What follows belongs to an exercise in optimizing a design on an open flow for small area; a production flow would make more cautious choices.
Where RTL was checked, it was by simulation tests only, not by an equivalence proof against the original.
Power and IR drop assume default switching activity.

== trial 23 ==
==> flow/design.v (excerpt) <==
module pot_pickup_cv_mixer (
	input  logic        clk,
	input  logic        arst_n,
	input  logic        in_valid,
	output logic        in_ready,
	input  logic [1:0]  in_kind,
	input  logic [4:0]  in_preset,
	input  logic [1:0]  in_knob,
	input  logic [11:0] in_knob_reading,
	input  logic [11:0] in_cv_reading,
	input  logic [7:0]  in_range_low,
	input  logic [7:0]  in_range_high,
	input  logic [7:0]  in_load_value,
	output logic        out_valid,
	input  logic        out_ready,
	output logic [11:0] out_drive_level,
	output logic [7:0]  out_param_value,
	output logic        out_picked_up,
	input  logic        cfg_we,
	input  logic [1:0]  cfg_index,
	input  logic [6:0]  cfg_data
);
Size: ~1,600 cells after synthesis, ~850 flip-flops, roughly 94 I/O pins, ~22,000 um2 of cells after synthesis.
==> flow/config.mk <==
export PLATFORM = sky130hd
export DESIGN_NAME = pot_pickup_cv_mixer
export DESIGN_NICKNAME = pot_pickup_cv_mixer
export VERILOG_FILES = /design/flow/design.v
export SDC_FILE = /design/flow/constraint.sdc
export NUM_CORES = 4
export LEC_CHECK = 0
export CAP_MARGIN = 20
export CORE_MARGIN = 2
export CORE_UTILIZATION = 70
export SLEW_MARGIN = 20
==> flow/constraint.sdc <==
create_clock -name core_clock -period 12.0 [get_ports {clk}]
set_input_delay 2.4000 -clock core_clock [delete_from_list [all_inputs] [get_ports {clk}]]
set_output_delay 2.4000 -clock core_clock [all_outputs]
set_load 0.01 [all_outputs]
standard.sh (not shown) runs the stock make flow with config.mk's settings and CLKGATE_MAP_FILE= SYNTH_SCRIPT=/design/flow/synth_recipe.tcl, a recipe that flattens the netlist after the stock synthesis.
==> flow/flow/run.sh <==
#!/bin/bash
# Standard layout with smaller clock-tree and port buffers.
set -euo pipefail
export CTS_ARGS="-sink_clustering_enable -repair_clock_nets -dont_use_dummy_load -sink_clustering_size 16 -sink_clustering_max_diameter 50 -buf_list sky130_fd_sc_hd__clkbuf_8"
export BUFFER_PORTS_ARGS="-buffer_cell sky130_fd_sc_hd__buf_1"
bash standard.sh > standard_make.log 2>&1
diff inputs: trial 23 => build 6
diff --git a/flow/design.v b/flow/design.v
--- a/flow/design.v
+++ b/flow/design.v
@@ -301,35 +301,65 @@
 				2'd1: cv_target_q <= cfg_data[1:0];
 				2'd2: d_q         <= (cfg_data > 7'd100) ? 7'd100 : cfg_data;
 				default: ;
 			endcase
 		end
 	end
+	logic [4:0] st_nx;
+	always_comb begin
+		st_nx = ST_IDLE;
+		unique case (st_q)
+			ST_LDC: st_nx = ST_MULD;
+			ST_MULD: st_nx = ST_DIV100;
+			ST_DIV100: st_nx = ST_ZH1;
+			ST_ZH1: st_nx = ST_MULC;
+			ST_MULC: st_nx = ST_CORC;
+			ST_CORC: st_nx = ST_ACCC;
+			ST_INITH: st_nx = ST_DIV200;
+			ST_DIV200: st_nx = ST_ZH2;
+			ST_ZH2: st_nx = ST_MULH;
+			ST_MULH: st_nx = ST_CORH;
+			ST_CORH: st_nx = ST_ACCH;
+			ST_ACCH: st_nx = ST_CD1;
+			ST_CD1: st_nx = ST_CD2;
+			ST_CD2: st_nx = ST_CD3;
+			ST_CD3: st_nx = ST_LDP;
+			ST_LDP: st_nx = ST_MULP;
+			ST_MULP: st_nx = ST_CORP;
+			ST_CORP: st_nx = ST_ACCP;
+			ST_ACCP: st_nx = ST_FINP;
+			ST_ADDLO: st_nx = ST_FV1;
+			ST_FV1: st_nx = ST_FV2;
+			ST_FV2: st_nx = ST_HEAD;
+			ST_DIVM: st_nx = ST_CPY;
+			default: ;
+		endcase
+	end
 	always_ff @(posedge clk or negedge arst_n) begin
 		if (!arst_n) begin
 			st_q <= ST_IDLE;
 		end else begin
 			unique case (st_q)
 				ST_IDLE: if (start) begin
 					if (in_kind != 2'd0 || knob3) st_q <= ST_WAIT;
 					else if (mix)                 st_q <= ST_LDC;
 					else                          st_q <= ST_LDP;
 				end
 				ST_MULD, ST_DIV100, ST_MULC, ST_DIV200, ST_MULH, ST_MULP, ST_DIVM:
-					if (last) st_q <= st_q + 5'd1;
+					if (last) st_q <= st_nx;
 				ST_ACCC: st_q <= mode2 ? ST_INITH : ST_LDP;
 				ST_FINP: st_q <= !mix ? ST_FV2 : (mode2 ? ST_FV1 : ST_ADDLO);
 				ST_HEAD: if (at_entry) begin
 					if (take)       st_q <= ST_IDLE;
 					else if (valid) st_q <= ST_CMP;
 					else            st_q <= ST_WAIT;
 				end
 				ST_CMP:  st_q <= qb ? ST_WAIT : ST_DIVM;
 				ST_CPY:  if (last) st_q <= ST_WAIT;
 				ST_WAIT: if (take) st_q <= ST_IDLE;
-				default: st_q <= st_q + 5'd1;
+				default: st_q <= st_nx;
 			endcase
 		end
 	end
 	always_ff @(posedge clk) begin
 		if ((is_mul || is_div || st_q == ST_CPY) && !last) cnt_q <= cnt_q + 4'd1;
 		else cnt_q <= '0;
--- outcome ---
- Compared with trial 23, build 6 shows a lower count of clock-buffer cells in the layout.
- Sort build 6 and trial 23 by relative contribution of combinational cells to total power desc -> top: trial 23
- Taking trial 23 as the reference, in build 6 number of non-clock inverters in the layout dropped about 15%, clock share of power dropped 0.2 points.
- Delta(cell area after layout, build 6 - trial 23) < 0
- Against trial 23, build 6 reports a required time of the critical path that is higher.
- A beginning of the critical path of in_range_high[0] is what build 6 shows, while in_range_low[0] belongs to trial 23.
- Between build 6 and trial 23, it is build 6 whose tightest hold margin is higher, by 0.035 ns.
- Compared with trial 23, build 6 is the less power-hungry design.
- The net switching power of build 6 was superior to that of trial 23.
- Diff trial 23 -> build 6: post-synthesis cell type count lost 6.3%, aggregate routed wire length picked up an extra 1.6%, post-synthesis cell area lost 190 um2, maximum resistive drop on vdd lost about 1.5%.
The RTL of trial 23 was laid out without a check of its function.

## separate check: timing with driven ports
No port has a modelled driver above. Below, the same layouts with a new extraction and two added sets of constraints.
Step 1, drivers: a clkbuf_16 drives clk and a buf_2 each remaining input, both assumed.
Step 2, shift: input delay + t, output delay - t, t = (earliest + latest rising clock arrival at the registers) / 2. This alone moves slack from input paths to output paths.
Three values: no drivers, after step 1, after step 2; two values: the first two.
run | t (ns) | slack for setup (ns) | worst data-port slew with drivers (ns)
trial 23 | 0.617 | 0.796 / 0.817 / 0.199 | 0.06
build 6 | 0.670 | 0.437 / 0.469 / -0.201 | 0.07
Met with ideal ports but missed after step 2: setup timing in build 6. For build 6, which loses most, drivers alone change the setup slack by +0.032 ns; drivers and shift together by -0.638 ns.
